Context: an optimization exercise on an open-source flow, tuned for small area, a short achievable clock period and few clock cycles per item. The choices shown serve that exercise and are no tape-out recipe. Where RTL was checked, it was by simulation tests only, not by an equivalence proof against the original. No activity file was given, so power comes from the tool's default toggle rates.

north:
Design flagged_rle_pitched_blit, start of the top module:
module flagged_rle_pitched_blit #(
	parameter int MAX_DIM   = 4096,
	parameter int ADDR_BITS = 25
) (
	input  wire logic                                clk,
	input  wire logic                                arst_n,
	input  wire logic                                in_valid,
	output logic                                     in_ready,
	input  wire logic                                is_run,
	input  wire logic [7:0]                          pixel_color,
	input  wire logic [7:0]                          run_length,
	output logic                                     out_valid,
	input  wire logic                                out_ready,
	output logic [rleb_pkg::SEG_ADDR_W-1:0]          seg_address,
	output logic [7:0]                               seg_length,
	output logic [7:0]                               seg_color,
	output logic                                     image_done,
	output logic                                     last,
	input  wire logic                                cfg_valid,
	output logic                                     cfg_ready,
	input  wire logic [rleb_pkg::CFG_IDX_W-1:0]      cfg_index,
	input  wire logic [rleb_pkg::CFG_DATA_W-1:0]     cfg_data
);
	logic [11:0] dcol;
	logic [11:0] drow;
	logic [11:0] dcol_n;
	logic [11:0] drow_n;
	logic [13:0] pitch;
	logic [12:0] wc;
	logic [12:0] hc;
	logic        pop;
	logic        head_valid;
	logic        head_nz;
	logic [7:0]  head_count;
	logic [7:0]  head_color;
	logic        upd;
	logic [7:0]  upd_count;
	assign cfg_ready = 1'b1;
	rleb_front u_front (
		.clk       (clk),
		.arst_n    (arst_n),
		.cfg_valid (cfg_valid),
		.cfg_index (cfg_index),
		.cfg_data  (cfg_data),
		.dcol      (dcol),
		.drow      (drow),
		.dcol_n    (dcol_n),
		.drow_n    (drow_n),
		.pitch     (pitch),
		.wc        (wc),
		.hc        (hc)
	);
	rleb_queue u_queue (
		.clk         (clk),
		.arst_n      (arst_n),
		.in_valid    (in_valid),
		.in_ready    (in_ready),
		.is_run      (is_run),
		.pixel_color (pixel_color),
		.run_length  (run_length),
  ...
For scale: roughly 290 flip-flops, about 18000 sq um of cells after synthesis.
Settings: LEC_CHECK=0, CAP_MARGIN=20, CORE_MARGIN=2, CORE_UTILIZATION=40, SLEW_MARGIN=20; clock period 13.0 ns.
standard.sh (not shown) runs the stock make flow with config.mk's settings and CLKGATE_MAP_FILE= SYNTH_SCRIPT=/design/flow/synth_recipe.tcl, a recipe that flattens the netlist after the stock synthesis.
==> flow/flow/run.sh <==
#!/bin/bash
# Standard layout (the standard.sh) with three changes to how it is made:
# - ORFS timing repair aims at a setup slack of SETUP_SLACK_MARGIN ns against
#   the 13 ns clock, so it works toward a shorter period;
# - every input and output port still gets its own buffer, but a plain buf_2
#   rather than the delay cell buffer_ports picks by default, so that the
#   repair (which keeps cell footprints) can size port buffers for speed;
# - clock tree synthesis builds from clkbuf_8/clkbuf_16 with up to 24
#   flip-flops per leaf buffer, and adds no dummy loads.
# Each tool's full output goes to standard.log in this folder.
export SETUP_SLACK_MARGIN=9
export BUFFER_PORTS_ARGS="-buffer_cell sky130_fd_sc_hd__buf_2"
export CTS_ARGS="-sink_clustering_enable -repair_clock_nets -dont_use_dummy_load -sink_buffer_max_cap_derate 0.001 -sink_clustering_size 24 -sink_clustering_max_diameter 120 -buf_list {sky130_fd_sc_hd__clkbuf_8 sky130_fd_sc_hd__clkbuf_16}"
bash standard.sh > standard.log 2>&1
Per the final summary, north finished and its layout is clean on timing, DRC and antenna.
Testbench counts of north, summed over its fixed seeds: cycles 8,178, items 5,611.
What south does differently from north at the input level:
# north
export LEC_CHECK = 0
export CAP_MARGIN = 20
export CORE_MARGIN = 2
export CORE_UTILIZATION = 40
export SLEW_MARGIN = 20
create_clock -name core_clock -period 13.0 [get_ports {clk}]
# south
export LEC_CHECK = 0
export CAP_MARGIN = 20
export CORE_MARGIN = 2
export CORE_UTILIZATION = 60
export SLEW_MARGIN = 20
create_clock -name core_clock -period 13.0 [get_ports {clk}]
-- flow/flow/run.sh --
<<< north, line 8
# - clock tree synthesis builds from clkbuf_8/clkbuf_16 with up to 24
#   flip-flops per leaf buffer, and adds no dummy loads.
>>> south, line 8
# - clock tree synthesis builds from clkbuf_4/clkbuf_8 and adds no dummy loads.
<<< north, line 13
export CTS_ARGS="-sink_clustering_enable -repair_clock_nets -dont_use_dummy_load -sink_buffer_max_cap_derate 0.001 -sink_clustering_size 24 -sink_clustering_max_diameter 120 -buf_list {sky130_fd_sc_hd__clkbuf_8 sky130_fd_sc_hd__clkbuf_16}"
>>> south, line 12
export CTS_ARGS="-sink_clustering_enable -repair_clock_nets -dont_use_dummy_load -buf_list {sky130_fd_sc_hd__clkbuf_4 sky130_fd_sc_hd__clkbuf_8}"
--- outcome ---
- south vs. north: non-clock buffer count fell about 14%; worst-case setup slack after placement fell 0.0046 ns; placed instance count fell 212; number of cells in the finished layout apart from fillers fell about 8%; area fraction of clock buffers and clock inverters rose 1.5 points.
- Violation count after the first detailed-route iteration went up by a few percent going from north to south.
- Diff north..south | count of sequential standard cells | unchanged
- south ends up with higher clock power share than north does.
- [south] switching share of power fell 0.36 points relative to north
#### Input delta (east over south)
# south
export LEC_CHECK = 0
export CAP_MARGIN = 20
export CORE_MARGIN = 2
export CORE_UTILIZATION = 60
export SLEW_MARGIN = 20
create_clock -name core_clock -period 13.0 [get_ports {clk}]
# east
export LEC_CHECK = 0
export CAP_MARGIN = 20
export CORE_MARGIN = 2
export CORE_UTILIZATION = 40
export SLEW_MARGIN = 20
create_clock -name core_clock -period 13.0 [get_ports {clk}]
-- flow/flow/run.sh --
<<< south, line 5
# - every input and output port still gets its own buffer, but a plain buf_2
>>> east, line 5
# - every input and output port still gets its own buffer, but a plain buf_1
<<< south, line 8
# - clock tree synthesis builds from clkbuf_4/clkbuf_8 and adds no dummy loads.
>>> east, line 8
# - clock tree synthesis builds from clkbuf_8/clkbuf_16 with up to 24
#   flip-flops per leaf buffer, and adds no dummy loads.
<<< south, line 11
export BUFFER_PORTS_ARGS="-buffer_cell sky130_fd_sc_hd__buf_2"
export CTS_ARGS="-sink_clustering_enable -repair_clock_nets -dont_use_dummy_load -buf_list {sky130_fd_sc_hd__clkbuf_4 sky130_fd_sc_hd__clkbuf_8}"
>>> east, line 12
export BUFFER_PORTS_ARGS="-buffer_cell sky130_fd_sc_hd__buf_1"
export CTS_ARGS="-sink_clustering_enable -repair_clock_nets -dont_use_dummy_load -sink_buffer_max_cap_derate 0.001 -sink_clustering_size 24 -sink_clustering_max_diameter 120 -buf_list {sky130_fd_sc_hd__clkbuf_8 sky130_fd_sc_hd__clkbuf_16}"
--- outcome ---
- Looking at global routing usage summed across all routing layers, east sits 11 points below south.
- Post-route total power, south and east: smaller value in east
- Of east and south, it is east that has the higher setup fix buffers added after clock tree synthesis.
- Max wire length of the first global-routing pass across south and east: east
- Between south and east, the flow reports wire length increasing slightly.
The inputs of west differ from those of east as listed below.
-- flow/flow/run.sh --
<<< east, line 5
# - every input and output port still gets its own buffer, but a plain buf_1
>>> west, line 5
# - every input and output port still gets its own buffer, but a plain buf_2
<<< east, line 8
# - clock tree synthesis builds from clkbuf_8/clkbuf_16 with up to 24
>>> west, line 8
# - clock tree synthesis builds from clkbuf_8/clkbuf_16 with up to 30
<<< east, line 12
export BUFFER_PORTS_ARGS="-buffer_cell sky130_fd_sc_hd__buf_1"
export CTS_ARGS="-sink_clustering_enable -repair_clock_nets -dont_use_dummy_load -sink_buffer_max_cap_derate 0.001 -sink_clustering_size 24 -sink_clustering_max_diameter 120 -buf_list {sky130_fd_sc_hd__clkbuf_8 sky130_fd_sc_hd__clkbuf_16}"
>>> west, line 12
export BUFFER_PORTS_ARGS="-buffer_cell sky130_fd_sc_hd__buf_2"
export CTS_ARGS="-sink_clustering_enable -repair_clock_nets -dont_use_dummy_load -sink_buffer_max_cap_derate 0.001 -sink_clustering_size 30 -sink_clustering_max_diameter 200 -buf_list {sky130_fd_sc_hd__clkbuf_8 sky130_fd_sc_hd__clkbuf_16}"
==> comparison <==
A timing startpoint of the critical path of cfg_data[7] is what east shows, while cfg_index[1] belongs to west.
east -> west: signed area change from the synthesized netlist to the final layout flat
Re setup slack: west is 0.10 ns down on east.
west vs east, share of power burned in the clock network went down by 1.3 points.
Per the comparison of west with east, final non-filler cell total held, routed via count divided by cell count went down 0.44%, final area held.
Compared with east, total of cells resized after clock tree synthesis in west decreased by more than a quarter.

* * *

## v6
flagged_rle_pitched_blit, a different RTL version from the one above (not shown whole).
Size in the first run: ~1900 cells after synthesis, about 290 flip-flops, about 85 I/O pins.
clock: 13.0 ns
lec_check: 0
cap_margin: 20
core_margin: 2
core_utilization: 40
slew_margin: 20
==> flow/flow/run.sh <==
#!/bin/bash
# Standard layout (the standard.sh) with three changes to how it is made:
# - ORFS timing repair aims at a setup slack of SETUP_SLACK_MARGIN ns against
#   the 13 ns clock, so it works toward a shorter period;
# - every input and output port still gets its own buffer, but a plain buf_2
#   rather than the delay cell buffer_ports picks by default, so that the
#   repair (which keeps cell footprints) can size port buffers for speed;
# - clock tree synthesis builds from clkbuf_4/clkbuf_8 and adds no dummy loads.
# Each tool's full output goes to standard.log in this folder.
export SETUP_SLACK_MARGIN=9.3
export BUFFER_PORTS_ARGS="-buffer_cell sky130_fd_sc_hd__buf_2"
export CTS_ARGS="-sink_clustering_enable -repair_clock_nets -dont_use_dummy_load -buf_list {sky130_fd_sc_hd__clkbuf_4 sky130_fd_sc_hd__clkbuf_8}"
bash standard.sh > standard.log 2>&1
v6 finished end to end and its layout was clean on timing, DRC and antenna.
Inputs modified between v6 and v7:
diff --git a/flow/flow/run.sh b/flow/flow/run.sh
--- a/flow/flow/run.sh
+++ b/flow/flow/run.sh
@@ -9,3 +9,3 @@
 # Each tool's full output goes to standard.log in this folder.
-export SETUP_SLACK_MARGIN=9.3
+export SETUP_SLACK_MARGIN=9
 export BUFFER_PORTS_ARGS="-buffer_cell sky130_fd_sc_hd__buf_2"
Results
On v7: cell count is about 2% lower than what v6 gave. Fmax: v7 below v6. Relative to v6, clock network area share increased by 0.23 points in v7. When the final numbers for v6 and v7 were put side by side, the clock network power turned out to be greater in v7. Shortest clock period the worst path allows after layout ends up higher on v7. Comparing global router's overall resource usage for v6 and v7, the smaller number came from v7. Of v6 and v7, the lower power belongs to v7. Area of combinational cells with multiple inputs came out lower on v7 than on v6. v7 vs. v6: setup slack went down by 0.057 ns.
No run of this note included a check of the RTL's function; only the layout flow was run.

port drivers added, routing unchanged:
The flow's constraints put no driver on any port. The routed layouts listed below were extracted and timed again, unchanged, in two steps.
Step 1, drivers: a clkbuf_16 drives clk and a buf_2 each remaining input, both assumed.
Step 2 times the ports against the registers' clock, not the clock port: input delays grow and output delays shrink by t, the midpoint of the rising clock arrivals with the driver on.
Three values: ideal, step 1, step 2; two values: the first two.
| run | shift t [ns] | setup slack, ns | clock arrival spread, ns | worst slew at a driven data input, ns | pins driven straight from the clock port |
|---|---|---|---|---|---|
| north | 0.559 | 9.089 / 9.096 / 8.565 | 0.086 / 0.085 | 0.04 | 1 |
| south | 0.633 | 9.008 / 9.035 / 8.401 | 0.059 / 0.059 | 0.04 | 1 |
| east | 0.571 | 9.108 / 9.097 / 8.578 | 0.053 / 0.053 | 0.04 | 1 |
| west | 0.549 | 9.007 / 9.029 / 8.480 | 0.074 / 0.074 | 0.04 | 1 |
| v6 | 0.664 | 9.120 / 9.066 / 8.529 | 0.062 / 0.063 | 0.07 | 1 |
| v7 | 0.673 | 9.063 / 9.057 / 8.418 | 0.039 / 0.039 | 0.04 | 1 |
After both steps every run listed still meets setup and hold. For v7, which loses most, drivers alone change the setup slack by -0.006 ns; drivers and shift together by -0.645 ns.
